What follows belongs to an exercise in optimizing a design on an open flow for small area, a short achievable clock period and few clock cycles per item; a production flow would make more cautious choices.
At most, simulation tests tie the RTL to the original design; equivalence was not proved.
Power figures rest on the tool's default switching activity, not on a simulated workload.

Design rgb_matrix_row_scan_controller, start of the top module:
module rgb_matrix_row_scan_controller
#(
    parameter int COLUMNS   = rmrs_pkg::RMRS_COLUMNS,
    parameter int ROWS      = rmrs_pkg::RMRS_ROWS,
    parameter int CHANNELS  = rmrs_pkg::RMRS_CHANNELS,
    parameter int MSG_DEPTH = rmrs_pkg::RMRS_MSG_DEPTH
) (
    input  wire logic        i_clk,
    input  wire logic        i_rst_n,
    input  wire logic        start,
    input  rmrs_pkg::t_req             i_req,
    output logic             busy,
    input  wire logic        i_cfg_valid,
    output logic             o_cfg_ready,
    input  wire logic [11:0] i_cfg_data,
    output logic             o_res_strobe,
    output rmrs_pkg::t_res             o_res
);
Settings: LEC_CHECK=0, CAP_MARGIN=20, CORE_MARGIN=2, CORE_UTILIZATION=70, CTS_BUF_LIST=sky130_fd_sc_hd__clkbuf_16, CTS_CLUSTER_DIAMETER=100, CTS_CLUSTER_SIZE=24, SETUP_SLACK_MARGIN=4.5, SLEW_MARGIN=20, SYNTH_MEMORY_MAX_BITS=16384; clock period 7.0 ns.
run.sh (not shown) runs the stock make flow with config.mk's settings and CLKGATE_MAP_FILE= SYNTH_SCRIPT=/design/flow/synth_recipe.tcl, a recipe that flattens the netlist after the stock synthesis.
Testbench counts at the start, summed over its fixed seeds: cycles 92,699, requests 3,156.
Next try:
SETUP_SLACK_MARGIN = 5.0   (was 4.5)
Result: Worst setup slack degrades by 37 ps. Sequential cell count stays the same. Maximum frequency fell by 1.4%. Cell area increases by 1.7%. Register-to-register slack stays flat. Total power barely changes.


Another version of the RTL of rgb_matrix_row_scan_controller (not shown whole).
Size in the first run: ~3100 cells after synthesis, roughly 2200 flip-flops, ~92 I/O pins.
clock: 7.0 ns
lec_check: 0
cap_margin: 20
core_margin: 2
core_utilization: 70
cts_buf_list: sky130_fd_sc_hd__clkbuf_4 sky130_fd_sc_hd__clkbuf_8
slew_margin: 20
synth_memory_max_bits: 16384
The starting point completed with no timing, DRC or antenna violations.
Then changed:
Settings changed: SETUP_SLACK_MARGIN set to 4.0.
Final cell count is unchanged.
First-iteration DRC count increases by about 1.4%.
Critical path depth does not change.
Worst setup slack is better by 0.30 ns.
Final area is about the same.
No functional check of the RTL was part of any run of this note.


== cedar ==
rgb_matrix_row_scan_controller, a different RTL version from the one above (not shown whole).
Size: ~0.053 mm² of cells after synthesis.
## rgb_matrix_row_scan_controller
module rgb_matrix_row_scan_controller
#(
    parameter int COLUMNS   = rmrs_pkg::RMRS_COLUMNS,
    parameter int ROWS      = rmrs_pkg::RMRS_ROWS,
    parameter int CHANNELS  = rmrs_pkg::RMRS_CHANNELS,
    parameter int MSG_DEPTH = rmrs_pkg::RMRS_MSG_DEPTH
) (
    input  wire logic        i_clk,
    input  wire logic        i_rst_n,
    input  wire logic        start,
    input  rmrs_pkg::t_req             i_req,
    output logic             busy,
    input  wire logic        i_cfg_valid,
    output logic             o_cfg_ready,
    input  wire logic [11:0] i_cfg_data,
    output logic             o_res_strobe,
    output rmrs_pkg::t_res             o_res
);
Settings: LEC_CHECK=0, CAP_MARGIN=20, CORE_MARGIN=2, CORE_UTILIZATION=70, CTS_BUF_LIST=sky130_fd_sc_hd__clkbuf_16, CTS_CLUSTER_DIAMETER=90, CTS_CLUSTER_SIZE=27, SETUP_SLACK_MARGIN=4.5, SLEW_MARGIN=20, SYNTH_MEMORY_MAX_BITS=16384; clock period 7.0 ns.
cedar has completed all stages; timing, DRC and antenna checks passed.
Setup changes, cedar to birch
- setting ABC_AREA to 1 for the first time
- | total routing resource utilization after global routing | birch vs cedar | 1.7 points higher |
- Comparing cedar against birch, there is no change at all in hold violation count in the final report.
- Summary of birch over cedar: worst setup slack went down 60 ps, via count went up 1100, design area went down about 1.2%, power held.
- In the reports for birch and cedar, the smaller total wire length after detailed routing belongs to cedar.
No run of this note included a check of the RTL's function; only the layout flow was run.


Another version of the RTL of rgb_matrix_row_scan_controller (not shown whole).
Size: ~3,100 cells after synthesis, roughly 2,200 flip-flops, about 92 I/O pins, ~0.052 mm² of cells after synthesis.
export LEC_CHECK = 0
export CAP_MARGIN = 20
export CORE_MARGIN = 2
export CORE_UTILIZATION = 70
export CTS_BUF_LIST = sky130_fd_sc_hd__clkbuf_16
export CTS_CLUSTER_DIAMETER = 90
export CTS_CLUSTER_SIZE = 27
export SETUP_SLACK_MARGIN = 4.5
export SLEW_MARGIN = 20
export SYNTH_MEMORY_MAX_BITS = 16384
create_clock -name core_clock -period 7.0 [get_ports {i_clk}]
The baseline completed with no timing, DRC or antenna violations.
Next try:
--- a/flow/config.mk
+++ b/flow/config.mk
@@ -12,2 +12,2 @@
-export CTS_CLUSTER_DIAMETER = 90
-export CTS_CLUSTER_SIZE = 27
+export CTS_CLUSTER_DIAMETER = 100
+export CTS_CLUSTER_SIZE = 24
Via count rises by 1.3%.
Routed wire length rises by 0.81%.
Non-clock buffer count falls by 2.
Sequential power barely changes.
No run of this note included a check of the RTL's function; only the layout flow was run.

-- re-timing with driven ports --
In the flow no input, the clock included, has a driving cell. The finished layouts below were timed again as built, in two steps. Step 1 sets driving cells, clkbuf_16 on the clock port and buf_2 on the other inputs (assumed; they add their load-dependent delay and slew). Step 2 moves the port delays by t, midway between the first and last clock arrival at a register: inputs arrive t later, outputs are due t later. That takes back most of the time a late clock gives input paths. Slacks: ideal / step 1 / step 2; pairs: ideal / step 1.
| run | t (ns) | slack for setup (ns) | slew at the worst register clock pin (ns) |
|---|---|---|---|
| the first run of note 1 | 0.744 | 4.412 / 4.347 / 3.819 | 0.11 / 0.11 |
| the second run of note 1 | 0.730 | 4.375 / 4.310 / 4.171 | 0.11 / 0.11 |
| the first run of note 2 | 0.937 | 3.706 / 3.639 / 3.536 | 0.08 / 0.08 |
| the second run of note 2 | 0.935 | 4.010 / 3.943 / 3.544 | 0.08 / 0.08 |
| cedar | 0.738 | 4.426 / 4.361 / 3.807 | 0.11 / 0.11 |
| birch | 0.733 | 4.366 / 4.386 / 3.653 | 0.12 / 0.12 |
| the first run of note 4 | 0.722 | 3.837 / 3.837 / 3.837 | 0.10 / 0.10 |
| the second run of note 4 | 0.726 | 3.867 / 3.867 / 3.867 | 0.11 / 0.11 |
After both steps every run listed still meets setup and hold. For birch, which loses most, drivers alone change the setup slack by +0.020 ns; drivers and shift together by -0.713 ns.
